What follows belongs to an exercise in optimizing a design on an open flow for small area; a production flow would make more cautious choices.
At most, simulation tests tie the RTL to the original design; equivalence was not proved.
For run 3, only the layout was checked, not whether the RTL still works.
Power and IR drop assume default switching activity.

==> flow/design.v <==
`timescale 1ns/1ps
module motion_regs
(
    input  logic                                           osc_clk,
    input  logic                                           arst_n,
    input  logic                                           reg_wr,
    input  logic [5-1:0]                      reg_addr,
    input  logic [32-1:0]                      reg_data,
    input  logic [5-1:0]                      rd_addr,
    input  logic [32-1:0]                      tick_count,
    input  logic                                           running,
    output logic [32-1:0]                      rd_data,
    output logic                                           go,
    output logic                                           abort,
    output logic [32-1:0]                      dt_limit,
    output logic [32-1:0]                      steps_limit,
    output logic [32-1:0]                      pre_n,
    output logic [32-1:0]                      pulse_n,
    output logic [32-1:0]                      post_n,
    output logic [5-1:0]                  step_bit,
    output logic [4-1:0]                    enable,
    output logic [4-1:0][32-1:0] vel,
    output logic [4-1:0][32-1:0] acc
);
    logic [32-1:0] ctrl;
    assign enable   = ctrl[0 +: 4];
    assign step_bit = ctrl[4 +: 5];
    always_ff @(posedge osc_clk or negedge arst_n) begin
        if (!arst_n) begin
            go          <= 1'b0;
            abort       <= 1'b0;
            ctrl        <= '0;
            dt_limit    <= '0;
            steps_limit <= '0;
            pre_n       <= '0;
            pulse_n     <= '0;
            post_n      <= '0;
            for (int k = 0; k < 4; k++) begin
                vel[k] <= '0;
                acc[k] <= '0;
            end
        end else begin
            go    <= reg_wr && (reg_addr == 5'd6);  
            abort <= reg_wr && (reg_addr == 5'd7);
            if (reg_wr) begin
                case (reg_addr)
                    5'd0:  ctrl        <= reg_data;
                    5'd1:    dt_limit    <= reg_data;
                    5'd2: steps_limit <= reg_data;
                    5'd3:   pre_n       <= reg_data;
                    5'd4: pulse_n     <= reg_data;
                    5'd5:  post_n      <= reg_data;
                    default: ;
                endcase
                for (int k = 0; k < 4; k++) begin
                    if (reg_addr == 5'(5'd8 + 2 * k)) begin
                        vel[k] <= reg_data;
                    end
                    if (reg_addr == 5'(5'd9 + 2 * k)) begin
                        acc[k] <= reg_data;
                    end
                end
            end
        end
    end
    always_comb begin
        rd_data = '0;  
        case (rd_addr)
            5'd0:   rd_data = ctrl;
            5'd1:     rd_data = dt_limit;
            5'd2:  rd_data = steps_limit;
            5'd3:    rd_data = pre_n;
            5'd4:  rd_data = pulse_n;
            5'd5:   rd_data = post_n;
            5'd16:  rd_data = tick_count;
            5'd17: rd_data = 32'(running);
            default: ;
        endcase
        for (int k = 0; k < 4; k++) begin
            if (rd_addr == 5'(5'd8 + 2 * k)) begin
                rd_data = vel[k];
            end
            if (rd_addr == 5'(5'd9 + 2 * k)) begin
                rd_data = acc[k];
            end
        end
    end
endmodule
`timescale 1ns/1ps
module acc_step_gen
(
    input  logic                      osc_clk,
    input  logic                      arst_n,
    input  logic                      go,
    input  logic                      abort,
    input  logic [32-1:0] dt_limit,
    input  logic [32-1:0] steps_limit,
    output logic                      tick,
    output logic                      running,
    output logic                      done,
    output logic [32-1:0] tick_count
);
    logic [32-1:0] dt_cnt;
    always_ff @(posedge osc_clk or negedge arst_n) begin
        if (!arst_n) begin
            dt_cnt     <= '0;
            tick_count <= '0;
            tick       <= 1'b0;
            running    <= 1'b0;
            done       <= 1'b0;
        end else begin
            tick <= 1'b0;
            done <= 1'b0;
            if (go) begin
                dt_cnt     <= '0;  
                tick_count <= '0;
                running    <= 1'b1;
            end else if (abort) begin
                running <= 1'b0;  
            end else if (running) begin
                if (dt_cnt + 1 >= dt_limit) begin
                    dt_cnt     <= '0;
                    tick       <= 1'b1;
                    tick_count <= tick_count + 1;
                    if (tick_count + 1 >= steps_limit) begin
                        done    <= 1'b1;  
                        running <= 1'b0;
                    end
                end else begin
                    dt_cnt <= dt_cnt + 1;
                end
            end
        end
    end
endmodule
`timescale 1ns/1ps
module acc_profile_gen
(
    input  logic                          osc_clk,
    input  logic                          arst_n,
    input  logic                          go,
    input  logic                          tick,
    input  logic [32-1:0]     vel,
    input  logic [32-1:0]     acc,
    input  logic [5-1:0] step_bit,
    output logic                          step_req,
    output logic                          req_dir
);
    logic [32-1:0] phase;
    logic [32-1:0] velocity;
    logic [32-1:0] accel;
    logic [32-1:0] phase_next;
    assign phase_next = phase + velocity;
    always_ff @(posedge osc_clk or negedge arst_n) begin
        if (!arst_n) begin
            phase    <= '0;
            velocity <= '0;
            accel    <= '0;
            step_req <= 1'b0;
            req_dir  <= 1'b0;
        end else begin
            step_req <= 1'b0;
            if (go) begin
                phase    <= '0;
                velocity <= vel;  
                accel    <= acc;
            end else if (tick) begin
                phase    <= phase_next;
                velocity <= velocity + accel;
                step_req <= phase_next[step_bit] != phase[step_bit];
                req_dir  <= ~velocity[32-1];
            end
        end
    end
endmodule
`timescale 1ns/1ps
module motor_step_gen
(
    input  logic                      osc_clk,
    input  logic                      arst_n,
    input  logic                      step_req,
    input  logic                      req_dir,
    input  logic [32-1:0] pre_n,
    input  logic [32-1:0] pulse_n,
    input  logic [32-1:0] post_n,
    output logic                      step,
    output logic                      dir
);
    localparam logic [1:0] IDLE  = 2'd0;
    localparam logic [1:0] PRE   = 2'd1;
    localparam logic [1:0] PULSE = 2'd2;
    localparam logic [1:0] POST  = 2'd3;
    logic [1:0]                state;
    logic [32-1:0] cnt;  
    always_ff @(posedge osc_clk or negedge arst_n) begin
        if (!arst_n) begin
            state <= IDLE;
            cnt   <= '0;
            step  <= 1'b0;
            dir   <= 1'b0;
        end else begin
            case (state)
                IDLE: begin
                    if (step_req) begin
                        dir <= req_dir;
                        cnt <= 32'(1);
                        if (pre_n == '0) begin
                            state <= PULSE;  
                            step  <= 1'b1;
                        end else begin
                            state <= PRE;
                        end
                    end
                end
                PRE: begin
                    if (cnt >= pre_n) begin
                        state <= PULSE;
                        step  <= 1'b1;
                        cnt   <= 32'(1);
                    end else begin
                        cnt <= cnt + 1;
                    end
                end
                PULSE: begin
                    if (cnt >= pulse_n) begin
                        step  <= 1'b0;
                        cnt   <= 32'(1);
                        state <= (post_n == '0) ? IDLE : POST;
                    end else begin
                        cnt <= cnt + 1;
                    end
                end
                POST: begin
                    if (cnt >= post_n) begin
                        state <= IDLE;
                    end else begin
                        cnt <= cnt + 1;
                    end
                end
                default: state <= IDLE;
            endcase
        end
    end
endmodule
`timescale 1ns/1ps
module motion_top
(
    input  logic                        osc_clk,
    input  logic                        arst_n,
    input  logic                        reg_wr,
    input  logic [5-1:0]   reg_addr,
    input  logic [32-1:0]   reg_data,
    input  logic [5-1:0]   rd_addr,
    output logic [32-1:0]   rd_data,
    output logic                        done,
    output logic [4-1:0] motor_step,
    output logic [4-1:0] motor_dir,
    output logic [4-1:0] motor_enable
);
    logic                                           go;
    logic                                           abort;
    logic                                           tick;
    logic                                           running;
    logic [32-1:0]                      dt_limit;
    logic [32-1:0]                      steps_limit;
    logic [32-1:0]                      pre_n;
    logic [32-1:0]                      pulse_n;
    logic [32-1:0]                      post_n;
    logic [32-1:0]                      tick_count;
    logic [5-1:0]                  step_bit;
    logic [4-1:0][32-1:0] vel;
    logic [4-1:0][32-1:0] acc;
    logic [4-1:0]                    step_req;
    logic [4-1:0]                    req_dir;
    motion_regs regs1 (
        .osc_clk     (osc_clk),
        .arst_n      (arst_n),
        .reg_wr      (reg_wr),
        .reg_addr    (reg_addr),
        .reg_data    (reg_data),
        .rd_addr     (rd_addr),
        .tick_count  (tick_count),
        .running     (running),
        .rd_data     (rd_data),
        .go          (go),
        .abort       (abort),
        .dt_limit    (dt_limit),
        .steps_limit (steps_limit),
        .pre_n       (pre_n),
        .pulse_n     (pulse_n),
        .post_n      (post_n),
        .step_bit    (step_bit),
        .enable      (motor_enable),
        .vel         (vel),
        .acc         (acc)
    );
    acc_step_gen acc_step1 (
        .osc_clk     (osc_clk),
        .arst_n      (arst_n),
        .go          (go),
        .abort       (abort),
        .dt_limit    (dt_limit),
        .steps_limit (steps_limit),
        .tick        (tick),
        .running     (running),
        .done        (done),
        .tick_count  (tick_count)
    );
    for (genvar k = 0; k < 4; k++) begin : g_axis
        acc_profile_gen acc_profile (
            .osc_clk  (osc_clk),
            .arst_n   (arst_n),
            .go       (go),
            .tick     (tick),
            .vel      (vel[k]),
            .acc      (acc[k]),
            .step_bit (step_bit),
            .step_req (step_req[k]),
            .req_dir  (req_dir[k])
        );
        motor_step_gen motor (
            .osc_clk  (osc_clk),
            .arst_n   (arst_n),
            .step_req (step_req[k]),
            .req_dir  (req_dir[k]),
            .pre_n    (pre_n),
            .pulse_n  (pulse_n),
            .post_n   (post_n),
            .step     (motor_step[k]),
            .dir      (motor_dir[k])
        );
    end
endmodule
==> flow/run.sh <==
#!/bin/bash
# synth_recipe.tcl (not shown) runs the flow's synth.tcl, then flattens the netlist and writes it again
# the make line also repeats each setting of config.mk as NAME=value (left out here)
make -C /OpenROAD-flow-scripts/flow DESIGN_CONFIG=/design/flow/config.mk WORK_HOME=/design/flow/orfs CLKGATE_MAP_FILE= SYNTH_SCRIPT=/design/flow/synth_recipe.tcl finish
==> flow/config.mk <==
export PLATFORM = sky130hd
export DESIGN_NAME = motion_top
export DESIGN_NICKNAME = motion_top
export VERILOG_FILES = /design/flow/design.v
export SDC_FILE = /design/flow/constraint.sdc
export NUM_CORES = 4
export LEC_CHECK = 0
export CAP_MARGIN = 20
export CORE_MARGIN = 2
export CORE_UTILIZATION = 40
export PLACE_DENSITY = 0.6
export SLEW_MARGIN = 20
==> flow/constraint.sdc <==
create_clock -name core_clock -period 10.0 [get_ports {osc_clk}]
set_input_delay 2.0000 -clock core_clock [delete_from_list [all_inputs] [get_ports {osc_clk}]]
set_output_delay 2.0000 -clock core_clock [all_outputs]
set_load 0.01 [all_outputs]
==> run notes, run 1 <==
* Post-Syn Area per Cell at 9.75 sq um
* Setup crit end kind: output pin
* Status: complete, no violations
* Total power at 15.1 mW
* Die X at 431 um
* Worst-margin pin slew at 1.24 ns
* Largest net degree at the start of global routing at 173
* Clock Power Share at 0.324
* Ys Warns at 4
* Layout Cells excl Fill at 9,916
* Crit-path max FO at 20
* Int Power at 9.39 mW
* Top cell type's share of synthesized area at 0.361
* Sw frac at 0.377
* Commonest cells after routing, fill and taps aside: dfrtp_1, ha_1, mux2_2
* Worst Hold Class: register to register
* Critical path required time at 8.00 ns
* Top FF cell, synth: dfrtp_1
* Placed Instance Area at 0.0763 sq mm
* Row count at 156
* Clk buf depth at 3
* Core area at 0.181 sq mm
* Setup CP Type: input pin to output pin
* Critical Path Source Type: input pin
* Final core occ at 0.446
* Final WL at 288,000 um
* Final worst path period share at 0.828
* Worst setup margin at 1.72 ns
* Initial antenna violation count at 24
* Pre-CTS setup slack at 1.96 ns
* Slew margin rel. at 0.170
* Vias in the first global route at 59,900
* Total CTS buffers at 120
* Avg WL per Cell at 29.1 um
* Clock Skew at 0.0877 ns
* Layout cell share with drive strength beyond 1 at 0.143
* P_leak at 38.3 nW
* Vias at 62,500
* Number of synthesized register bits at 1,053
* Grt ovf at 0
* I/O Buffers at 89
* Layout area overhead at 10.7%
* RSZ-0062 raised after global routing: false
* Max-Cap Viols at 0
* First-pass DRT Iterations at 7
* Fin. max-slew vios at 0
* Syn nets at 8,234
* Postcts setup bufs at 0
* Synth area leader: dfrtp_1
* Mapped Area at 0.0729 sq mm
* Fin Hold WS at 0.483 ns
* CTS resizes at 0
* Most common library cell in the layout ignoring fill and taps: dfrtp_1
* Hold depth at 2
* Design area at 0.0808 sq mm
* Hold-fix buffers at CTS at 0
* Sw power at 5.67 mW
* Min Tclk post-route at 8.28 ns
* Dpl hpwl at 219,000 um
* DR DRC count at 0
* Yosys cell types at 103
* Die extent in y at 431 um
* First-pass GRT wire length at 419,000 um
* TNS Setup at 0 ns
* Overall global routing resource usage at 0.304
* Synth top area cells: dfrtp_1, ha_1, mux2_2
* Seq pwr share at 0.407
* Number of synthesized flops with an enable pin at 0
* Async set-reset flop share out of synthesis at 1.00
* Worst-path clk slew at 0.06 ns
* Starting Density at 0.403
* TritonCTS Sinks at 1,053
* Io pins at 90
* CTS Root Cell: clkbuf_16
* Fmax at 121 MHz
* Starting DRT DRC Count at 6,912
* Dpl cells at 9,673
* Clock latency (worst-skew pair) at 0.82 ns
* P per Cell Area at 186 mW/mm^2
* Area of the die at 0.186 sq mm
* ANT nets after route at 0
* Peak supply drop at 0.223 mV
* Mapped Cells at 7,479
* Reg2Reg Depth at 17
* CTS tree: yes
* Register area share after synthesis at 0.361
* Via-per-instance ratio at 6.30
* Final GP Congestion at 1.02
* Critical path arrival at 6.28 ns
* Max H-tree Level at 3
* Final setup viols at 0
* Nets at 8,182
* Comb power frac at 0.269
* Final Hold Fails at 0
path summary, 6_finish.rpt:
path | slack, ns | to | from
worst min-delay path | 0.48 | g_axis[3].acc_profile.req_dir$_DFFE_PN0P_ | g_axis[3].acc_profile.req_dir$_DFFE_PN0P_
worst max-delay path | 1.72 | rd_data[21] | rd_addr[3]
max in group asynchronous | 6.55 | g_axis[0].acc_profile.phase[6]$_DFFE_PN0P_ | arst_n
worst max register to register | 4.70 | acc_step1.tick_count[12]$_DFFE_PN0P_ | acc_step1.dt_cnt[0]$_DFFE_PN0P_
min in group asynchronous | 1.19 | g_axis[1].motor.cnt[28]$_DFFE_PN0P_ | arst_n
worst min register to register | 0.48 | g_axis[3].acc_profile.req_dir$_DFFE_PN0P_ | g_axis[3].acc_profile.req_dir$_DFFE_PN0P_
state kept, by name, indices dropped and copies added (netlist names), 8 cells and up:
signal	count
regs1.post_n	32
regs1.steps_limit	32
g_axis.acc_profile.velocity	128
acc_step1.tick_count	32
g_axis.acc_profile.accel	128
g_axis.motor.state	8
regs1.ctrl	32
g_axis.motor.cnt	128
regs1.dt_limit	32
regs1.acc	128
regs1.pre_n	32
regs1.vel	128
g_axis.acc_profile.phase	128
regs1.pulse_n	32
acc_step1.dt_cnt	32
critical path, cell delays in order:
cell and delay (ns):
clkdlybuf4s50_1 0.69, nor3_1 0.33, nor2b_2 0.93, buf_4 0.37, a222oi_1 0.12, nand4_1 0.17
o21ai_0 0.25, nand3_1 0.21, o21ai_0 0.11, o211ai_1 0.39, clkdlybuf4s50_1 0.70
metal layers:
layer  wire, um  global-route usage  vias to the layer above
met5         24                   0                        -
met4      17600               0.160                        4
met3      20300              0.0427                      584
met2     128000               0.473                     2626
met1     122000               0.412                    31500
li1           -                   -                    27800
synthesized netlist by cell type, types with 114 or more instances:
cell and count:
a21o_1 302, a21oi_1 478, clkbuf_1 271, dfrtp_1 1053, ha_1 702, inv_1 285
mux2_2 588, mux2i_1 226, nand2_1 493, nand3_1 209, nand4_1 114, nor2_1 425
nor3_1 117, o21ai_0 468, xnor2_1 173
power groups by stage:
stage	sequential, mW	combinational, mW	clock [mW]
2_1_floorplan	5.33	2.85	0
3_3_place_gp	6.15	3.85	0
3_5_place_dp	6.14	3.97	0
4_1_cts	6.06	4.00	4.93
5_1_grt	6.11	4.46	5.10
6_report	6.13	4.05	4.88
cells by family after synthesis:
kind of cell / count (synthesis) / share of synthesized area
compound gates: 2054 / 0.186
simple gates: 1847 / 0.124
flops: 1053 / 0.361
mux: 862 / 0.136
fa+ha+maj: 710 / 0.123
buf+inv: 666 / 0.0355
xor+xnor: 287 / 0.0347
layout make-up:
class / count / area, sq um
well taps: 2370 / 2970
flip-flops and latches: 1053 / 26400
multi-input cells: 5760 / 44200
clock buffers: 157 / 3380
repair buffers: 202 / 1790
diodes: 18 / 45.0
clock inverters: 66 / 960
fillers: 17200 / 100000
inverters: 290 / 1090
==> run 2: changes to the inputs <==
--- a/flow/design.v
+++ b/flow/design.v
@@ -101,34 +101,33 @@
     output logic [32-1:0] tick_count
 );
     logic [32-1:0] dt_cnt;
+    logic [32-1:0] dt_cnt_inc;
+    logic [32-1:0] tick_inc;
+    logic                      dt_hit;
+    logic                      ev;
+    logic                      last;
+    assign dt_cnt_inc = dt_cnt + 1'b1;
+    assign tick_inc   = tick_count + 1'b1;
+    assign dt_hit     = dt_cnt_inc >= dt_limit;
+    assign ev         = running && !go && !abort && dt_hit;
+    assign last       = tick_inc >= steps_limit;
+    always_ff @(posedge osc_clk) begin
+        dt_cnt <= (go || dt_hit) ? '0 : dt_cnt_inc;
+    end
     always_ff @(posedge osc_clk or negedge arst_n) begin
         if (!arst_n) begin
-            dt_cnt     <= '0;
             tick_count <= '0;
             tick       <= 1'b0;
             running    <= 1'b0;
             done       <= 1'b0;
         end else begin
-            tick <= 1'b0;
-            done <= 1'b0;
+            tick    <= ev;
+            done    <= ev && last;
+            running <= go || (running && !abort && !(ev && last));
             if (go) begin
-                dt_cnt     <= '0;  
                 tick_count <= '0;
-                running    <= 1'b1;
-            end else if (abort) begin
-                running <= 1'b0;  
-            end else if (running) begin
-                if (dt_cnt + 1 >= dt_limit) begin
-                    dt_cnt     <= '0;
-                    tick       <= 1'b1;
-                    tick_count <= tick_count + 1;
-                    if (tick_count + 1 >= steps_limit) begin
-                        done    <= 1'b1;  
-                        running <= 1'b0;
-                    end
-                end else begin
-                    dt_cnt <= dt_cnt + 1;
-                end
+            end else if (ev) begin
+                tick_count <= tick_inc;
             end
         end
     end
@@ -150,26 +149,22 @@
     logic [32-1:0] velocity;
     logic [32-1:0] accel;
     logic [32-1:0] phase_next;
-    assign phase_next = phase + velocity;
+    logic [32-1:0] toggled;
+    logic                      vel_neg;
+    assign phase_next = phase + (velocity & {32{tick}});
+    assign toggled    = phase_next ^ phase;
+    always_ff @(posedge osc_clk) begin
+        phase    <= go ? '0 : phase_next;
+        velocity <= go ? vel : velocity + (accel & {32{tick}});
+        if (go) accel <= acc;
+        vel_neg  <= velocity[32-1];
+    end
+    assign req_dir = ~vel_neg;
     always_ff @(posedge osc_clk or negedge arst_n) begin
         if (!arst_n) begin
-            phase    <= '0;
-            velocity <= '0;
-            accel    <= '0;
             step_req <= 1'b0;
-            req_dir  <= 1'b0;
         end else begin
-            step_req <= 1'b0;
-            if (go) begin
-                phase    <= '0;
-                velocity <= vel;  
-                accel    <= acc;
-            end else if (tick) begin
-                phase    <= phase_next;
-                velocity <= velocity + accel;
-                step_req <= phase_next[step_bit] != phase[step_bit];
-                req_dir  <= ~velocity[32-1];
-            end
+            step_req <= !go && toggled[step_bit];
         end
     end
 endmodule
@@ -180,6 +175,8 @@
     input  logic                      arst_n,
     input  logic                      step_req,
     input  logic                      req_dir,
+    input  logic                      pre_zero,
+    input  logic                      post_zero,
     input  logic [32-1:0] pre_n,
     input  logic [32-1:0] pulse_n,
     input  logic [32-1:0] post_n,
@@ -192,52 +189,35 @@
     localparam logic [1:0] POST  = 2'd3;
     logic [1:0]                state;
     logic [32-1:0] cnt;  
+    logic [32-1:0] lim;
+    logic                      hit;
+    always_comb begin
+        case (state)
+            PRE:     lim = pre_n;
+            PULSE:   lim = pulse_n;
+            default: lim = post_n;
+        endcase
+    end
+    assign hit  = cnt >= lim;
+    assign step = (state == PULSE);
+    always_ff @(posedge osc_clk) begin
+        cnt <= (state == IDLE || hit) ? 32'(1) : cnt + 1'b1;
+    end
     always_ff @(posedge osc_clk or negedge arst_n) begin
         if (!arst_n) begin
             state <= IDLE;
-            cnt   <= '0;
-            step  <= 1'b0;
             dir   <= 1'b0;
         end else begin
             case (state)
                 IDLE: begin
                     if (step_req) begin
-                        dir <= req_dir;
-                        cnt <= 32'(1);
-                        if (pre_n == '0) begin
-                            state <= PULSE;  
-                            step  <= 1'b1;
-                        end else begin
-                            state <= PRE;
-                        end
-                    end
-                end
-                PRE: begin
-                    if (cnt >= pre_n) begin
-                        state <= PULSE;
-                        step  <= 1'b1;
-                        cnt   <= 32'(1);
-                    end else begin
-                        cnt <= cnt + 1;
-                    end
-                end
-                PULSE: begin
-                    if (cnt >= pulse_n) begin
-                        step  <= 1'b0;
-                        cnt   <= 32'(1);
-                        state <= (post_n == '0) ? IDLE : POST;
-                    end else begin
-                        cnt <= cnt + 1;
-                    end
-                end
-                POST: begin
-                    if (cnt >= post_n) begin
-                        state <= IDLE;
-                    end else begin
-                        cnt <= cnt + 1;
+                        dir   <= req_dir;
+                        state <= pre_zero ? PULSE : PRE;
                     end
                 end
-                default: state <= IDLE;
+                PRE:   if (hit) state <= PULSE;
+                PULSE: if (hit) state <= post_zero ? IDLE : POST;
+                default: if (hit) state <= IDLE;
             endcase
         end
     end
@@ -272,6 +252,10 @@
     logic [4-1:0][32-1:0] acc;
     logic [4-1:0]                    step_req;
     logic [4-1:0]                    req_dir;
+    logic                                           pre_zero;
+    logic                                           post_zero;
+    assign pre_zero  = (pre_n == '0);
+    assign post_zero = (post_n == '0);
     motion_regs regs1 (
         .osc_clk     (osc_clk),
         .arst_n      (arst_n),
@@ -323,6 +307,8 @@
             .arst_n   (arst_n),
             .step_req (step_req[k]),
             .req_dir  (req_dir[k]),
+            .pre_zero (pre_zero),
+            .post_zero(post_zero),
             .pre_n    (pre_n),
             .pulse_n  (pulse_n),
             .post_n   (post_n),
==> run 2 against run 1 <==
Effect of this change:
- critical path depth fell by 2
- worst setup slack improved by 0.47 ns
- combinational power rose by 8.1%
- total power rose by 0.67%
- wire length fell by 15%
- largest cell class unchanged
- worst hold slack got worse by 0.061 ns
- sequential share of layout area rose by 1.9 points
- global-route usage fell by 1.1 points
- first-iteration DRC count fell by 9.5%
- area after synthesis fell by 12%
- critical endpoint is now rd_data[1]
- non-clock buffer count fell by 28
==> run notes, run 2 <==
* Final setup viols at 0
* Register area share after synthesis at 0.383
* Initial antenna violation count at 19
* P per Cell Area at 212 mW/mm^2
* CTS tree: yes
* Row count at 147
* Yosys cell types at 110
* Async set-reset flop share out of synthesis at 0.479
* Comb power frac at 0.289
* Max-Cap Viols at 0
* Starting Density at 0.402
* TritonCTS Sinks at 1,045
* Peak supply drop at 0.154 mV
* Area of the die at 0.164 sq mm
* Vias in the first global route at 50,500
* Crit-path leading delay family: buffers and inverters
* Top FF cell, synth: dfrtp_1
* Worst path most repeated cell: clkdlybuf4s50_1
* Max H-tree Level at 3
* CP peak stage delay at 0.87 ns
* Via-per-instance ratio at 5.98
* Largest net degree at the start of global routing at 221
* Fin. max-slew vios at 0
* Critical path required time at 8.00 ns
* Nets at 7,273
* First-pass GRT wire length at 354,000 um
* Final Hold Fails at 0
* Layout area overhead at 10.9%
* Most common library cell in the layout ignoring fill and taps: nand2_1
* Die X at 406 um
* Slew margin rel. at 0.175
* Clk buf depth at 3
* Bufs and invs on worst path at 4
* Worst setup margin at 2.19 ns
* Dpl cells at 8,799
* Fmax at 128 MHz
* Top cell type's share of synthesized area at 0.194
* Critical path arrival at 5.81 ns
* Postcts setup bufs at 0
* First-pass DRT Iterations at 9
* Sw power at 5.87 mW
* Synth area leader: dfrtp_1
* Commonest cells after routing, fill and taps aside: nand2_1, mux2_2, dfrtp_1
* Hold-fix buffers at CTS at 0
* Io pins at 90
* Syn nets at 7,332
* Total CTS buffers at 117
* Final GP Congestion at 0.988
* Vias at 54,000
* Overall global routing resource usage at 0.294
* Critical Path Source Type: input pin
* RSZ-0062 raised after global routing: false
* Worst Hold Class: register to register
* Min Tclk post-route at 7.81 ns
* Synth top area cells: dfrtp_1, dfxtp_1, ha_1
* Int Power at 9.29 mW
* CP max stage cell: nor2_1
* Clock latency (worst-skew pair) at 0.78 ns
* Mapped Cells at 6,817
* Top-count cell post-synth: nand2_1
* Core area at 0.160 sq mm
* CTS Root Cell: clkbuf_16
* ANT nets after route at 0
* Grt ovf at 0
* DR DRC count at 0
* Layout cell share with drive strength beyond 1 at 0.130
* Ys Warns at 4
* Worst-margin pin slew at 1.23 ns
* Seq pwr share at 0.411
* Avg WL per Cell at 27.2 um
* Worst-path clk slew at 0.06 ns
* Die extent in y at 406 um
* Pre-CTS setup slack at 2.27 ns
* Number of synthesized flops with an enable pin at 128
* Mapped Area at 0.0645 sq mm
* Status: complete, no violations
* Commonest cells in the netlist: nand2_1, mux2_2, nor2_1, dfrtp_1, ha_1
* CTS resizes at 0
* Starting DRT DRC Count at 6,256
* Final WL at 246,000 um
* Crit-path max FO at 16
* Number of synthesized register bits at 1,045
* Sw frac at 0.387
* TNS Setup at 0 ns
* Post-Syn Area per Cell at 9.46 sq um
* P_leak at 31.5 nW
* Layout Cells excl Fill at 9,027
* Setup CP Type: input pin to output pin
* Crit-path cells: clkdlybuf4s50_1, inv_1, nand3_1, nor2_1, buf_4, a22o_1, a221oi_1, nand4_1, clkdlybuf4s50_1
* Total power at 15.2 mW
* Setup crit end kind: output pin
* Clock Power Share at 0.300
* Final worst path period share at 0.781
* Clock Skew at 0.0526 ns
* Dpl hpwl at 185,000 um
* I/O Buffers at 89
## run 2: cell types whose count changed in the layout (fill, tap and decap cells not counted), sizes merged, moves of 126 or more
cell / before / now
and2: 27 / 299
mux2i: 226 / 82
dfrtp: 1053 / 501
ha: 702 / 462
edfxtp: 0 / 128
xor2: 113 / 239
a21o: 304 / 158
a21oi: 478 / 337
dfxtp: 0 / 416
## run 2: per-stage QoR
stage	instance area [sq um]	utilization	hold WS, ns
floorplan	64500	-	0.363
global placement	67500	0.421	0.414
detailed placement	67500	0.421	0.422
CTS	71500	0.446	0.426
global route	71500	0.446	0.432
finish	71500	0.446	0.422
## run 2: kinds of logic (layout without fill, tap and decap cells)
group / Yosys count / count (layout) / share of synthesized area
other: 0 / 10 / 0
XOR/XNOR: 487 / 487 / 0.0683
buffers and inverters: 538 / 578 / 0.0323
AND/OR/NAND/NOR: 2092 / 2092 / 0.160
adder cells (fa/ha/maj): 470 / 470 / 0.0921
multiplexers: 594 / 594 / 0.102
AO/OA/AOI/OAI: 1591 / 1591 / 0.162
flip-flops: 1045 / 1045 / 0.383
## run 2: power groups by stage
stage / registers (mW) / clock network [mW] / logic, mW
3_5_place_dp: 6.23 / 0 / 4.29
4_1_cts: 6.15 / 4.61 / 4.32
6_report: 6.24 / 4.55 / 4.38
5_1_grt: 6.22 / 4.79 / 4.85
3_3_place_gp: 6.24 / 0 / 4.18
2_1_floorplan: 5.41 / 0 / 3.10
## run 2: area by class of cell
| type | count | area [sq um] |
|---|---|---|
| Timing Repair Buffer | 174 | 1550 |
| Tap cell | 2160 | 2700 |
| Antenna cell | 10 | 25.0 |
| Sequential cell | 1045 | 24700 |
| Clock buffer | 163 | 3360 |
| Clock inverter | 55 | 652 |
| Fill cell | 15600 | 88900 |
| Multi-Input combinational cell | 5234 | 37800 |
| Inverter | 186 | 698 |
## run 2: worst paths after layout
path | start | to | slack (ns) | cells after the start
max in group asynchronous | arst_n | regs1.acc[54]$_DFFE_PN0P_ | 6.94 | 3
setup reg to reg | acc_step1.tick$_DFF_PN0_ | g_axis[3].acc_profile.step_req$_DFF_PN0_ | 4.53 | 16
min in group asynchronous | arst_n | acc_step1.tick_count[23]$_DFFE_PN0P_ | 1.23 | 1
hold / removal | g_axis[1].acc_profile.vel_neg$_DFF_P_ | g_axis[1].motor.dir$_DFFE_PN0P_ | 0.42 | 1
setup / recovery | rd_addr[3] | rd_data[1] | 2.19 | 9
hold reg to reg | g_axis[1].acc_profile.vel_neg$_DFF_P_ | g_axis[1].motor.dir$_DFFE_PN0P_ | 0.42 | 1
## run 2: layer usage
| layer | vias to the layer above | track usage | part of all wire |
|---|---|---|---|
| met2 | 2480 | 0.418 | 0.41 |
| met5 | - | 0 | 0.000053 |
| met1 | 26600 | 0.417 | 0.44 |
| li1 | 24500 | - | - |
| met3 | 447 | 0.0689 | 0.099 |
| met4 | 2 | 0.138 | 0.052 |
## run 2: worst register-to-register path: stages (launching register included)
cell and delay, ns:
dfrtp_4 0.71, buf_12 0.50, and2_1 0.53, ha_1 0.17
inv_1 0.06, fa_1 0.43, nand2b_1 0.18, a21oi_1 0.29
o211ai_1 0.24, o211ai_1 0.42, a31oi_1 0.21, nand2_1 0.19
a21oi_1 0.09, o21bai_1 0.25, xnor3_1 0.29, a211o_1 0.31
a31oi_1 0.43
==> run 3: changes to the inputs <==
--- a/flow/design.v
+++ b/flow/design.v
@@ -100,19 +100,19 @@
     output logic                      done,
     output logic [32-1:0] tick_count
 );
-    logic [32-1:0] dt_cnt;
-    logic [32-1:0] dt_cnt_inc;
+    logic [32-1:0] dt_cnt1;
+    logic [32-1:0] dt_cnt1_inc;
     logic [32-1:0] tick_inc;
     logic                      dt_hit;
     logic                      ev;
     logic                      last;
-    assign dt_cnt_inc = dt_cnt + 1'b1;
-    assign tick_inc   = tick_count + 1'b1;
-    assign dt_hit     = dt_cnt_inc >= dt_limit;
-    assign ev         = running && !go && !abort && dt_hit;
-    assign last       = tick_inc >= steps_limit;
+    motion_rc_inc #(.W(32)) u_dt_inc   (.a(dt_cnt1),    .s(dt_cnt1_inc));
+    motion_rc_inc #(.W(32)) u_tick_inc (.a(tick_count), .s(tick_inc));
+    motion_ge     #(.W(32)) u_dt_ge    (.a(dt_cnt1),  .b(dt_limit),    .ge(dt_hit));
+    motion_ge     #(.W(32)) u_last_ge  (.a(tick_inc), .b(steps_limit), .ge(last));
+    assign ev = running && !go && !abort && dt_hit;
     always_ff @(posedge osc_clk) begin
-        dt_cnt <= (go || dt_hit) ? '0 : dt_cnt_inc;
+        dt_cnt1 <= (go || dt_hit) ? 32'(1) : dt_cnt1_inc;
     end
     always_ff @(posedge osc_clk or negedge arst_n) begin
         if (!arst_n) begin
@@ -145,26 +145,57 @@
     output logic                          step_req,
     output logic                          req_dir
 );
-    logic [32-1:0] phase;
-    logic [32-1:0] velocity;
-    logic [32-1:0] accel;
-    logic [32-1:0] phase_next;
-    logic [32-1:0] toggled;
-    logic                      vel_neg;
-    assign phase_next = phase + (velocity & {32{tick}});
-    assign toggled    = phase_next ^ phase;
+    localparam int W  = 32;
+    localparam int S  = 16;      
+    localparam int WH = W - S;
+    logic [W-1:0]  phase;
+    logic [S-1:0]  vel_lo;
+    logic [WH-1:0] vel_hi;
+    logic          vel_c;
+    logic [W-1:0]  accel;
+    logic          vel_neg_q;
+    logic [S-1:0]  vlo_t, alo_t, vel_lo_next, ph_lo_next;
+    logic [WH-1:0] vhi_t, ahi_t, vel_hi_next, ph_hi0, ph_hi_next;
+    logic [WH:0]   ph_hi_ones;
+    logic          vel_c_next, ph_c, vc_t;
+    logic [W-1:0]  phase_next;
+    logic [W-1:0]  tog_base;
+    logic [W-1:0]  tog_inc;
+    logic          toggled;
+    logic          vel_neg;
+    assign vlo_t = vel_lo & {S{tick}};
+    assign vhi_t = vel_hi & {WH{tick}};
+    assign vc_t  = vel_c & tick;
+    assign alo_t = accel[S-1:0] & {S{tick}};
+    assign ahi_t = accel[W-1:S] & {WH{tick}};
+    motion_rc_add #(.W(S))  u_vlo (.a(vel_lo), .b(alo_t), .cin(1'b0),  .s(vel_lo_next), .cout(vel_c_next));
+    motion_rc_add #(.W(WH)) u_vhi (.a(vel_hi), .b(ahi_t), .cin(vel_c), .s(vel_hi_next), .cout());
+    motion_rc_add #(.W(S))  u_plo (.a(phase[S-1:0]), .b(vlo_t), .cin(1'b0), .s(ph_lo_next), .cout(ph_c));
+    motion_rc_add #(.W(WH)) u_phi (.a(phase[W-1:S]), .b(vhi_t), .cin(vc_t), .s(ph_hi0), .cout());
+    assign ph_hi_ones[0] = 1'b1;
+    for (genvar i = 0; i < WH; i++) begin : g_inc
+        assign ph_hi_ones[i+1] = ph_hi_ones[i] & ph_hi0[i];
+        assign ph_hi_next[i]   = ph_hi0[i] ^ (ph_c & ph_hi_ones[i]);
+    end
+    assign phase_next = {ph_hi_next, ph_lo_next};
+    assign tog_base = {ph_hi0 ^ phase[W-1:S], ph_lo_next ^ phase[S-1:0]};
+    assign tog_inc  = {ph_hi_ones[WH-1:0], {S{1'b0}}};
+    assign toggled  = tog_base[step_bit] ^ (ph_c & tog_inc[step_bit]);
+    assign vel_neg = vel_hi[WH-1] ^ (vel_c & (&vel_hi[WH-2:0]));
     always_ff @(posedge osc_clk) begin
-        phase    <= go ? '0 : phase_next;
-        velocity <= go ? vel : velocity + (accel & {32{tick}});
+        phase     <= go ? '0 : phase_next;
+        vel_lo    <= go ? vel[S-1:0] : vel_lo_next;
+        vel_hi    <= go ? vel[W-1:S] : vel_hi_next;
+        vel_c     <= go ? 1'b0 : vel_c_next;
         if (go) accel <= acc;
-        vel_neg  <= velocity[32-1];
+        vel_neg_q <= vel_neg;
     end
-    assign req_dir = ~vel_neg;
+    assign req_dir = ~vel_neg_q;
     always_ff @(posedge osc_clk or negedge arst_n) begin
         if (!arst_n) begin
             step_req <= 1'b0;
         end else begin
-            step_req <= !go && toggled[step_bit];
+            step_req <= !go && toggled;
         end
     end
 endmodule
@@ -191,6 +222,9 @@
     logic [32-1:0] cnt;  
     logic [32-1:0] lim;
     logic                      hit;
+    logic [32-1:0] cnt_inc;
+    motion_rc_inc #(.W(32)) u_inc (.a(cnt), .s(cnt_inc));
+    motion_ge     #(.W(32)) u_ge  (.a(cnt), .b(lim), .ge(hit));
     always_comb begin
         case (state)
             PRE:     lim = pre_n;
@@ -198,10 +232,9 @@
             default: lim = post_n;
         endcase
     end
-    assign hit  = cnt >= lim;
     assign step = (state == PULSE);
     always_ff @(posedge osc_clk) begin
-        cnt <= (state == IDLE || hit) ? 32'(1) : cnt + 1'b1;
+        cnt <= (state == IDLE || hit) ? 32'(1) : cnt_inc;
     end
     always_ff @(posedge osc_clk or negedge arst_n) begin
         if (!arst_n) begin
@@ -317,3 +350,44 @@
         );
     end
 endmodule
+module motion_rc_add #(parameter int W = 16)
+(
+    input  logic [W-1:0] a,
+    input  logic [W-1:0] b,
+    input  logic         cin,
+    output logic [W-1:0] s,
+    output logic         cout
+);
+    logic [W:0] c;
+    assign c[0] = cin;
+    for (genvar i = 0; i < W; i++) begin : g_bit
+        assign s[i]   = a[i] ^ b[i] ^ c[i];
+        assign c[i+1] = (a[i] & b[i]) | (c[i] & (a[i] ^ b[i]));
+    end
+    assign cout = c[W];
+endmodule
+module motion_rc_inc #(parameter int W = 32)
+(
+    input  logic [W-1:0] a,
+    output logic [W-1:0] s
+);
+    logic [W:0] c;
+    assign c[0] = 1'b1;
+    for (genvar i = 0; i < W; i++) begin : g_bit
+        assign s[i]   = a[i] ^ c[i];
+        assign c[i+1] = a[i] & c[i];
+    end
+endmodule
+module motion_ge #(parameter int W = 32)
+(
+    input  logic [W-1:0] a,
+    input  logic [W-1:0] b,
+    output logic         ge
+);
+    logic [W:0] c;
+    assign c[0] = 1'b1;
+    for (genvar i = 0; i < W; i++) begin : g_bit
+        assign c[i+1] = a[i] ? (~b[i] | c[i]) : (~b[i] & c[i]);
+    end
+    assign ge = c[W];
+endmodule
==> run 3 against run 2 <==
Effect of this change:
- still clean on timing, DRC and antenna
- clock skew fell by 0.024 ns
- fmax fell by 16%
- synthesized cell count fell by 23%
- die area fell by 11%
- largest cell class unchanged
- largest power group unchanged
- highest routed layer unchanged
==> run notes, run 3 <==
* Layout area overhead at 11.6%
* CTS resizes at 0
* Starting Density at 0.404
* CTS tree: yes
* Ys Warns at 4
* Critical Path Source Type: register
* Seq pwr share at 0.411
* Min Tclk post-route at 9.29 ns
* Fmax at 108 MHz
* Pre-CTS setup slack at 0.770 ns
* I/O Buffers at 89
* Synth top area cells: dfrtp_1, dfxtp_1, mux2_2
* Total CTS buffers at 114
* First-pass GRT wire length at 247,000 um
* Fin. max-slew vios at 0
* Final core occ at 0.451
* Worst-margin pin slew at 1.06 ns
* Placed Instance Area at 0.0599 sq mm
* Fill cells at 13,000
* Hold path start: g_axis[3].motor.cnt[0]$_SDFF_PP1_
* Post-Syn Area per Cell at 11.0 sq um
* Yosys cell types at 91
* Die extent in y at 382 um
* Peak supply drop at 0.194 mV
* Io pins at 90
* DR DRC count at 0
* Final setup viols at 0
* Register area share after synthesis at 0.433
* Grt ovf at 0
* Worst path most repeated cell: fa_1
* Clock Skew at 0.0281 ns
* Status: complete, no violations
* Commonest cells in the netlist: mux2_2, dfrtp_1, nor2_1, dfxtp_1, a21oi_1
* Die X at 382 um
* Final Hold Fails at 0
* TNS Setup at 0 ns
* Final WL at 159,000 um
* CTS Root Cell: clkbuf_16
* Layout cell share with drive strength beyond 1 at 0.173
* Sw power at 5.28 mW
* First-pass DRT Iterations at 6
* Overall global routing resource usage at 0.218
* Mapped Area at 0.0572 sq mm
* Critical path required time at 10.65 ns
* Worst Setup SP: acc_step1.tick$_DFF_PN0_
* Nets at 5,677
* Postcts setup bufs at 0
* Dpl cells at 6,957
* P_leak at 27.2 nW
* Layout Cells excl Fill at 7,175
* Core area at 0.142 sq mm
* Most common library cell in the layout ignoring fill and taps: mux2_2
* Reg-to-reg startpoint: acc_step1.tick$_DFF_PN0_
* Area of the die at 0.146 sq mm
* Comb power frac at 0.298
* Sw frac at 0.342
* Final GP Congestion at 0.859
* Fin Hold WS at 0.403 ns
* Starting DRT DRC Count at 3,152
* Max H-tree Level at 3
* Design area at 0.0639 sq mm
* Number of synthesized flops with an enable pin at 128
* Top-count cell post-synth: mux2_2
* Synth area leader: dfrtp_1
* Top cell type's share of synthesized area at 0.219
* Syn nets at 5,712
* Crit-path max FO at 49
* Clk buf depth at 3
* P per Cell Area at 242 mW/mm^2
* Vias in the first global route at 40,500
* Max-Cap Viols at 0
* Clock Power Share at 0.291
* Final worst path period share at 0.929
* CP max stage cell: dfrtp_4
* Mapped Cells at 5,219
* RSZ-0062 raised after global routing: false
* Int Power at 10.2 mW
* Setup crit end kind: register
* Number of synthesized register bits at 1,049
* Hold-fix buffers at CTS at 0
* Critical path arrival at 9.94 ns
* Setup CP Type: register to register
* Clock latency (worst-skew pair) at 0.73 ns
* TritonCTS Sinks at 1,049
* Vias at 39,900
* ANT nets after route at 0
* Commonest cells after routing, fill and taps aside: mux2_2, dfrtp_1, nor2_1
* CP peak stage delay at 0.56 ns
* Worst-path clk slew at 0.06 ns
* Row count at 138
* Top FF cell, synth: dfrtp_1
* Initial antenna violation count at 8
* Avg WL per Cell at 22.1 um
* Worst Hold Class: register to register
* Dpl hpwl at 114,000 um
* Slew margin rel. at 0.289
* Worst setup margin at 0.708 ns
* Total power at 15.4 mW
* Async set-reset flop share out of synthesis at 0.478
* Largest net degree at the start of global routing at 167
* Via-per-instance ratio at 5.56
-- run 3: changes by cell type in the layout (fill, tap and decap cells not counted), sizes merged, moves of 81 or more --
| cell | delta |
|---|---|
| a21o | -142 |
| fa | +232 |
| nand2 | -321 |
| xnor2 | -165 |
| ha | -254 |
| inv | +81 |
| nand3 | -92 |
| xor2 | -137 |
| o21ai | -361 |
-- run 3: area by class of cell --
type,count,area [sq um],share of cell area
Antenna cell,1,2.50,0.0000392
Clock buffer,149,3070,0.0481
Clock inverter,67,886,0.0139
Inverter,269,1010,0.0158
Multi-Input combinational cell,3581,30200,0.472
Sequential cell,1049,24800,0.388
Tap cell,1890,2360,0.0370
Timing Repair Buffer,169,1590,0.0249
-- run 3: layer usage --
| metal | GRT usage | vias to the layer above | share of wire |
|---|---|---|---|
| met2 | 0.352 | 1010 | 0.46 |
| li1 | - | 18300 | - |
| met3 | 0.0307 | 261 | 0.052 |
| met5 | 0 | - | 0.00021 |
| met1 | 0.305 | 20300 | 0.45 |
| met4 | 0.0642 | 6 | 0.030 |
-- run 3: critical path, delay by kind of cell, from the launching register on --
kind          cells  cell delay, ns
flops             1            0.56
buf+inv           5            0.51
simple gates      8            1.77
fa+ha+maj        16            6.37
-- run 3: path summary, 6_finish.rpt --
kind / end / slack [ns] / cells past startpoint
min in group asynchronous: regs1.vel[112]$_DFFE_PN0P_ / 1.31 / 1
max: g_axis[0].acc_profile.phase[30]$_SDFF_PP0_ / 0.71 / 29
max reg2reg: g_axis[0].acc_profile.phase[30]$_SDFF_PP0_ / 0.71 / 29
min reg2reg: g_axis[3].motor.cnt[0]$_SDFF_PP1_ / 0.40 / 1
max in group asynchronous: regs1.post_n[2]$_DFFE_PN0P_ / 7.20 / 2
min: g_axis[3].motor.cnt[0]$_SDFF_PP1_ / 0.40 / 1
-- run 3: kinds of logic after synthesis --
group           after synthesis  share of synthesized area
flops                      1049                      0.433
mux                         688                      0.141
buf+inv                     589                     0.0413
fa+ha+maj                   503                      0.139
simple gates               1323                      0.113
xor+xnor                    175                     0.0268
compound gates              892                      0.106
-- run 3: power by group through the flow --
stage	clock (mW)	sequential (mW)	combinational, mW
floorplan	0	5.98	3.62
global placement	0	6.39	4.48
detailed placement	0	6.41	4.60
CTS	4.59	6.34	4.63
global route	4.75	6.49	5.14
finish	4.50	6.35	4.59

==> re-timing with driven ports <==
No port has a modelled driver above. Below, the same layouts with a new extraction and two added sets of constraints.
Step 1 assumes that a clkbuf_16 drives the clock port and a buf_2 every other input.
Step 2 adds t to the input delays and takes it off the output delays; t is the mean of the earliest and latest rising clock arrival at the registers after step 1. Input paths then give back, and output paths get back, about the clock's delay inside the block.
Three values: ideal, step 1, step 2; two values: the first two.
run | t, ns | setup WS [ns] | worst hold slack (ns) | worst setup path after step 2 | pins driven straight from the clock port
run 1 | 0.869 | 1.715 / 1.664 / 1.664 | 0.483 / 0.483 / 0.483 | input to output | 1
run 2 | 0.839 | 2.187 / 2.100 / 2.100 | 0.422 / 0.422 / 0.422 | input to output | 1
run 3 | 0.794 | 0.708 / 0.708 / 0.708 | 0.403 / 0.403 / 0.403 | register to register | 1
After both steps every run listed still meets setup and hold. The setup slack of run 2, which loses most, moves by -0.087 ns with the drivers and by -0.087 ns with both steps.
